This is an optimization exercise on Yosys and OpenROAD, whose aim is small area, a short achievable clock period and few clock cycles per item, not a production implementation. Only simulation tests tie the RTL to the original design; equivalence was not proved.

==> inputs of yarrow <==
// seek_steering_motion_step_core
module seek_steering_motion_step_core
(
    input  wire logic              aclk,
    input  wire logic              aresetn,
    input  wire logic              s_tvalid,
    output logic                   s_tready,
    input  wire logic [ssms_pkg::IN_W-1:0]   s_tdata,
    output logic                   m_tvalid,
    input  wire logic              m_tready,
    output logic [ssms_pkg::OUT_W-1:0]       m_tdata,
    input  wire logic              cfg_wr_en,
    input  wire logic [1:0]        cfg_addr,
    input  wire logic [ssms_pkg::CFG_W-1:0]  cfg_wdata
);
    localparam int I_IDLE = 0;
    localparam int I_PRE  = 1;     
    localparam int I_D1   = 2;
    localparam int I_D2   = 3;
    localparam int I_D3   = 4;
    localparam int I_SQ   = 5;
    localparam int I_SUM  = 6;
    localparam int I_SQRT = 7;
    localparam int I_DIV  = 8;
    localparam int I_FIX  = 9;
    localparam int I_T1   = 10;
    localparam int I_VEL  = 11;
    localparam int I_T2   = 12;
    localparam int I_POS  = 13;
    localparam int NST    = 14;
    logic [NST-1:0] st, nst;
    logic [4:0]  cnt;
    logic        mul_r;          
    logic        mag_r;          
    logic        lead_r;         
    logic [4:0]  sqn_r;          
    logic        booth_r;        
    logic        pre;            
    logic        dirty;
    logic        clamp;
    logic        ms_gt_mv;
    logic        s_tready_r, m_tvalid_r;
    logic [30:0] ms_r, mv_r, mst_r, c1d_r;
    logic [30:0] mstn_r;         
    logic [4:0]  kst_r;          
    logic        kx, ky, nx_r, ny_r;    
    logic        ivx_r, ivy_r;       
    logic        cix_r, ciy_r;       
    logic        c0x_r, c0y_r;       
    logic [15:0] dt_r;
    logic        sgx_r, sgy_r;
    logic [65:0] px_r, py_r;
    logic [5:0]  dgx_r, dgy_r;   
    logic        dt9;            
    logic [63:0] rad_r;
    logic [33:0] rem_r;
    logic [31:0] root_r;
  ...
export LEC_CHECK = 0
export CAP_MARGIN = 20
export CORE_MARGIN = 2
export CORE_UTILIZATION = 30
export SETUP_SLACK_MARGIN = 5
export SLEW_MARGIN = 20
create_clock -name core_clock -period 10.0 [get_ports {aclk}]
run.sh (not shown) runs the stock make flow with config.mk's settings and CLKGATE_MAP_FILE= SYNTH_SCRIPT=/design/flow/synth_recipe.tcl, a recipe that flattens the netlist after the stock synthesis.
==> zinc: changes against yarrow <==
--- a/flow/config.mk
+++ b/flow/config.mk
@@ -7,6 +7,6 @@
 export LEC_CHECK = 0
-export CAP_MARGIN = 20
+export CAP_MARGIN = 35
 export CORE_MARGIN = 2
-export CORE_UTILIZATION = 30
-export SETUP_SLACK_MARGIN = 5
-export SLEW_MARGIN = 20
+export CORE_UTILIZATION = 35
+export SETUP_SLACK_MARGIN = 4
+export SLEW_MARGIN = 35
==> run notes <==
Against zinc, the register-to-register slack of yarrow is higher by 0.48 ns. Against zinc, the global-route usage of yarrow is lower by 1.6 points. Between yarrow and zinc, the lower routed wire length is in zinc (gap 14%, measured against zinc). Against zinc, the utilization of yarrow is lower by 0.097 points. Of yarrow and zinc, zinc has the higher clock skew (gap 0.023 ns). Maximum frequency: zinc is smaller than yarrow (8.0%). Synthesized cell count is the same in yarrow and zinc. In zinc the critical path depth is higher than in yarrow, by 2.
==> figures <==
| item | yarrow | zinc |
|---|---|---|
| Number of antenna violations at the first check in global routing | 42 | 46 |
| # nets final | 7695 | 7262 |
| Min Tclk post-route | 5.58 ns | 6.06 ns |
| DR WL met2 | 149 mm | 133 mm |
| CP peak stage delay | 0.78 ns | 0.65 ns |
| Result of the run | timing/DRC/antenna clean | timing/DRC/antenna clean |
| Clock latency at the later pin of the worst-skew pair | 0.80 ns | 0.77 ns |
| Post-CTS Setup Repair Bufs | 220 | 26 |
| Met1 layer usage reported by global route | 47.8% | 53.6% |
| Maximum operating frequency | 179 MHz | 165 MHz |
| Die footprint | 194000 µm² | 166000 µm² |
| Buf/Inv on CP | 2 | 4 |
| Number of cells in the finished layout apart from fillers | 9888 | 9115 |
| WP depth | 17 | 19 |
| Overall die height | 440 µm | 408 µm |
| Area inside the core boundary | 190000 µm² | 162000 µm² |
| # resized after CTS | 767 | 165 |
| TritonRoute pass-1 iters | 12 | 9 |
Testbench counts of yarrow, summed over its fixed seeds: cycles 66,205, items 2,048.
Testbench counts of zinc, summed over its fixed seeds: cycles 66,205, items 2,048.

==> re-timing with driven ports <==
In the flow no input, the clock included, has a driving cell. The finished layouts below were timed again as built, in two steps.
Step 1 assumes that a clkbuf_16 drives the clock port and a buf_2 every other input.
Step 2 adds t to the input delays and takes it off the output delays; t is the mean of the earliest and latest rising clock arrival at the registers after step 1. Input paths then give back, and output paths get back, about the clock's delay inside the block.
Slacks: no drivers / after step 1 / after step 2; pairs: no drivers / after step 1.
run | t, ns | setup slack, ns | worst hold slack (ns) | clock arrival spread, ns | slew at the worst register clock pin (ns)
yarrow | 0.871 | 4.425 / 4.425 / 4.425 | 0.454 / 0.454 / 0.454 | 0.044 / 0.044 | 0.07 / 0.07
zinc | 0.821 | 3.943 / 3.943 / 3.943 | 0.461 / 0.461 / 0.461 | 0.067 / 0.067 | 0.07 / 0.07
After both steps setup and hold are still met in every run listed.
